This is an optimization exercise on Yosys and OpenROAD, whose aim is small area, a short achievable clock period and few clock cycles per item, not a production implementation.
At most, simulation tests tie the RTL to the original design; equivalence was not proved.
Power figures rest on the tool's default switching activity, not on a simulated workload.

## alpha
==> flow/design.v (excerpt) <==
module per_channel_min_max_mean (
  input  logic        clk_i,
  input  logic        rst_ni,
  input  logic        s_axis_tvalid,
  output logic        s_axis_tready,
  input  logic        s_axis_tuser,   
  input  logic [47:0] s_axis_tdata,   
  output logic        m_axis_tvalid,
  input  logic        m_axis_tready,
  output logic [119:0] m_axis_tdata,  
  input  logic        cfg_valid_i,
  output logic        cfg_ready_o,
  input  logic        cfg_index_i,
  input  logic [ValueW-1:0] cfg_data_i
);
export LEC_CHECK = 0
export CAP_MARGIN = 20
export CORE_MARGIN = 2
export CORE_UTILIZATION = 50
export CTS_CLUSTER_DIAMETER = 100
export CTS_CLUSTER_SIZE = 20
export PLACE_DENSITY = 0.62
export SETUP_SLACK_MARGIN = 3.8
export SLEW_MARGIN = 20
create_clock -name core_clock -period 7.0 [get_ports {clk_i}]
run.sh (not shown) runs the stock make flow with config.mk's settings and CLKGATE_MAP_FILE= SYNTH_SCRIPT=/design/flow/synth_recipe.tcl, a recipe that flattens the netlist after the stock synthesis.
alpha did not stop at any stage, and its layout met the timing, DRC and antenna checks.
Testbench counts of alpha, summed over its fixed seeds: cycles 11,047, reads 909.
--- input diff alpha..beta ---
--- a/flow/config.mk
+++ b/flow/config.mk
@@ -9,7 +9,7 @@
 export CORE_MARGIN = 2
-export CORE_UTILIZATION = 50
+export CORE_UTILIZATION = 40
 export CTS_CLUSTER_DIAMETER = 100
 export CTS_CLUSTER_SIZE = 20
-export PLACE_DENSITY = 0.62
-export SETUP_SLACK_MARGIN = 3.8
+export PLACE_DENSITY = 0.6
+export SETUP_SLACK_MARGIN = 3.7
 export SLEW_MARGIN = 20
Notes after the runs:
- Side by side, number of cell instances on the worst register-to-register path turned out higher in beta than in alpha.
- From alpha to beta the numbers moved as follows: overall routed net length grew by 0.43%; depth of the critical timing path with buffers and inverters included grew by 9; cell count grew by about 6.5%.
- beta reports a higher worst max-slew margin expressed relative to the limit than alpha does.
- alpha → beta: total CTS buffers up about 5%, final design area excluding fillers moved up.
- Net count reported at finish essentially unchanged between beta and alpha.
- Net switching power, beta vs alpha: down by a few percent
- Between beta and alpha, the final period utilization is lower for beta.
Edits applied to the flow inputs when going from beta to gamma:
--- a/flow/config.mk
+++ b/flow/config.mk
@@ -13,3 +13,3 @@
 export PLACE_DENSITY = 0.6
-export SETUP_SLACK_MARGIN = 3.7
+export SETUP_SLACK_MARGIN = 4.0
 export SLEW_MARGIN = 20
Notes after the runs:
Comparing gamma with beta, the die outline area came out essentially unchanged.
When gamma is set beside beta, its first-pass GRT wire length turns out to be 1.4% larger.
Compared with beta, gamma shows a lower post-route fraction of the period consumed by the critical path.
Summary of gamma over beta: wire length reported by the detailed router went up, number of ordinary and repair buffers in the finished layout went up, clock network power share went down.

---

per_channel_min_max_mean, a different RTL version from the one above (not shown whole).
For scale: ~7500 cells after synthesis, ~2900 flip-flops, roughly 200 I/O pins.
clock: 7.0 ns
lec_check: 0
cap_margin: 20
core_margin: 2
core_utilization: 40
place_density: 0.6
setup_slack_margin: 3.6
slew_margin: 20
The baseline ran to the end with no violations.
Next try:
--- a/flow/config.mk
+++ b/flow/config.mk
@@ -12 +12 @@
-export SETUP_SLACK_MARGIN = 3.6
+export SETUP_SLACK_MARGIN = 4.0
=>
- die area is unchanged
- register-to-register slack barely changes
- via count is higher by 2.8%
Function was not checked in any run of this note: the RTL went through the layout flow alone.

---

## job 7468
Another version of the RTL of per_channel_min_max_mean (not shown whole).
Size in the first run: ~7700 cells after synthesis, about 2900 flip-flops, ~110000 um^2 of cells after synthesis.
==> flow/config.mk <==
export PLATFORM = sky130hd
export DESIGN_NAME = per_channel_min_max_mean
export DESIGN_NICKNAME = per_channel_min_max_mean
export VERILOG_FILES = /design/flow/design.v
export SDC_FILE = /design/flow/constraint.sdc
export NUM_CORES = 4
export LEC_CHECK = 0
export CAP_MARGIN = 20
export CORE_MARGIN = 2
export CORE_UTILIZATION = 40
export PLACE_DENSITY = 0.6
export SETUP_SLACK_MARGIN = 4.2
export SLEW_MARGIN = 20
==> flow/constraint.sdc <==
create_clock -name core_clock -period 7.0 [get_ports {clk_i}]
set_input_delay 1.4000 -clock core_clock [delete_from_list [all_inputs] [get_ports {clk_i}]]
set_output_delay 1.4000 -clock core_clock [all_outputs]
set_load 0.01 [all_outputs]
Job 7468 completed; timing, DRC and antenna clean
Inputs modified between job 7468 and job 5444:
# job 7468
export LEC_CHECK = 0
export CAP_MARGIN = 20
export CORE_MARGIN = 2
export CORE_UTILIZATION = 40
export PLACE_DENSITY = 0.6
export SETUP_SLACK_MARGIN = 4.2
export SLEW_MARGIN = 20
create_clock -name core_clock -period 7.0 [get_ports {clk_i}]
# job 5444
export LEC_CHECK = 0
export CAP_MARGIN = 20
export CORE_MARGIN = 2
export CORE_UTILIZATION = 40
export CTS_CLUSTER_DIAMETER = 100
export CTS_CLUSTER_SIZE = 20
export PLACE_DENSITY = 0.6
export SETUP_SLACK_MARGIN = 4.2
export SLEW_MARGIN = 20
create_clock -name core_clock -period 7.0 [get_ports {clk_i}]
## What came out
Job 5444 finished every step from synthesis to the final layout, and the layout passed the timing, DRC and antenna checks.
Non-clock buffer count for job 5444: 2.6% up relative to job 7468
Job 7468 -> job 5444: footprint of the flip-flops and latches flat
Diff job 7468 -> job 5444: number of antenna violations at the first check in global routing increased by 1 relative to the old numbers, number of gates on the worst path with buffers counted decreased by 1 relative to the old numbers, detailed route wirelength on metal3 decreased by 1.8 mm relative to the old numbers.
Job 5444 vs. job 7468: setup slack of the most critical reg-to-reg path decreased 0.03 ns, power share of the clock group decreased by 7.5 points relative to the old numbers, shortest clock period the worst path allows after layout increased by 0.032 ns relative to the old numbers, worst setup slack after layout shows a reduction of 0.032 ns.
Function was not checked in any run of this note: the RTL went through the layout flow alone.

---

per_channel_min_max_mean, a different RTL version from the one above (not shown whole).
Size: ~2,700 flip-flops, ~110,000 sq um of cells after synthesis.
## per_channel_min_max_mean
module per_channel_min_max_mean (
  input  logic        clk_i,
  input  logic        rst_ni,
  input  logic        s_axis_tvalid,
  output logic        s_axis_tready,
  input  logic        s_axis_tuser,   
  input  logic [47:0] s_axis_tdata,   
  output logic        m_axis_tvalid,
  input  logic        m_axis_tready,
  output logic [119:0] m_axis_tdata,  
  input  logic        cfg_valid_i,
  output logic        cfg_ready_o,
  input  logic        cfg_index_i,
  input  logic [ValueW-1:0] cfg_data_i
);
clock: 7.0 ns
lec_check: 0
abc_clock_period_in_ps: 3000
cap_margin: 20
core_margin: 2
core_utilization: 40
place_density: 0.6
setup_slack_margin: 4.0
slew_margin: 20
==> next run, changes <==
- ABC_CLOCK_PERIOD_IN_PS: 3000 -> 3700
- SETUP_SLACK_MARGIN: 4.0 -> 3.3
After rerunning:
- The new run went through all stages and came out clean
- routed wire length falls by 6.3%
- combinational power fell by 22%
- setup slack gains 45 ps
- sequential power hardly moves
- final area falls by 5.3%
- flip-flop and latch count stays the same
Function was not checked in any run of this note: the RTL went through the layout flow alone.

## afterwards: timing with drivers on the ports
How much do the figures lean on ideal ports? The routed layouts below were timed once more, with nothing changed but the port constraints.
Step 1 sets driving cells, clkbuf_16 on the clock port and buf_2 on the other inputs (assumed; they add their load-dependent delay and slew).
Step 2, shift: input delay + t, output delay - t, t = (earliest + latest rising clock arrival at the registers) / 2. This alone moves slack from input paths to output paths.
a / b / c = no drivers / after step 1 / after step 2; a / b = the first two.
| run | shift t [ns] | setup slack, ns | hold WS [ns] | worst setup path after step 2 | latest minus earliest clock arrival (ns) |
|---|---|---|---|---|---|
| alpha | 0.959 | 3.536 / 3.536 / 2.786 | 0.326 / 0.326 / 0.326 | input to register | 0.063 / 0.063 |
| beta | 0.933 | 3.657 / 3.657 / 2.849 | 0.334 / 0.334 / 0.334 | input to register | 0.087 / 0.086 |
| gamma | 0.942 | 3.685 / 3.685 / 3.050 | 0.332 / 0.332 / 0.332 | input to register | 0.075 / 0.076 |
| the first run of note 2 | 0.926 | 3.583 / 3.483 / 2.792 | 0.327 / 0.327 / 0.327 | input to register | 0.065 / 0.065 |
| the second run of note 2 | 0.922 | 3.577 / 3.577 / 2.938 | 0.324 / 0.324 / 0.324 | input to register | 0.068 / 0.069 |
| job 7468 | 0.931 | 3.511 / 3.511 / 3.037 | 0.326 / 0.326 / 0.326 | input to register | 0.058 / 0.058 |
| job 5444 | 0.972 | 3.479 / 3.479 / 3.060 | 0.331 / 0.331 / 0.331 | input to register | 0.056 / 0.057 |
| the first run of note 4 | 0.931 | 3.179 / 3.179 / 2.924 | 0.415 / 0.415 / 0.415 | input to register | 0.073 / 0.074 |
| the second run of note 4 | 1.009 | 3.224 / 3.224 / 2.311 | 0.388 / 0.388 / 0.388 | input to register | 0.086 / 0.086 |
After both steps every run listed still meets setup and hold. For the second run of note 4, which loses most, drivers alone change the setup slack by 0.000 ns; drivers and shift together by -0.913 ns.
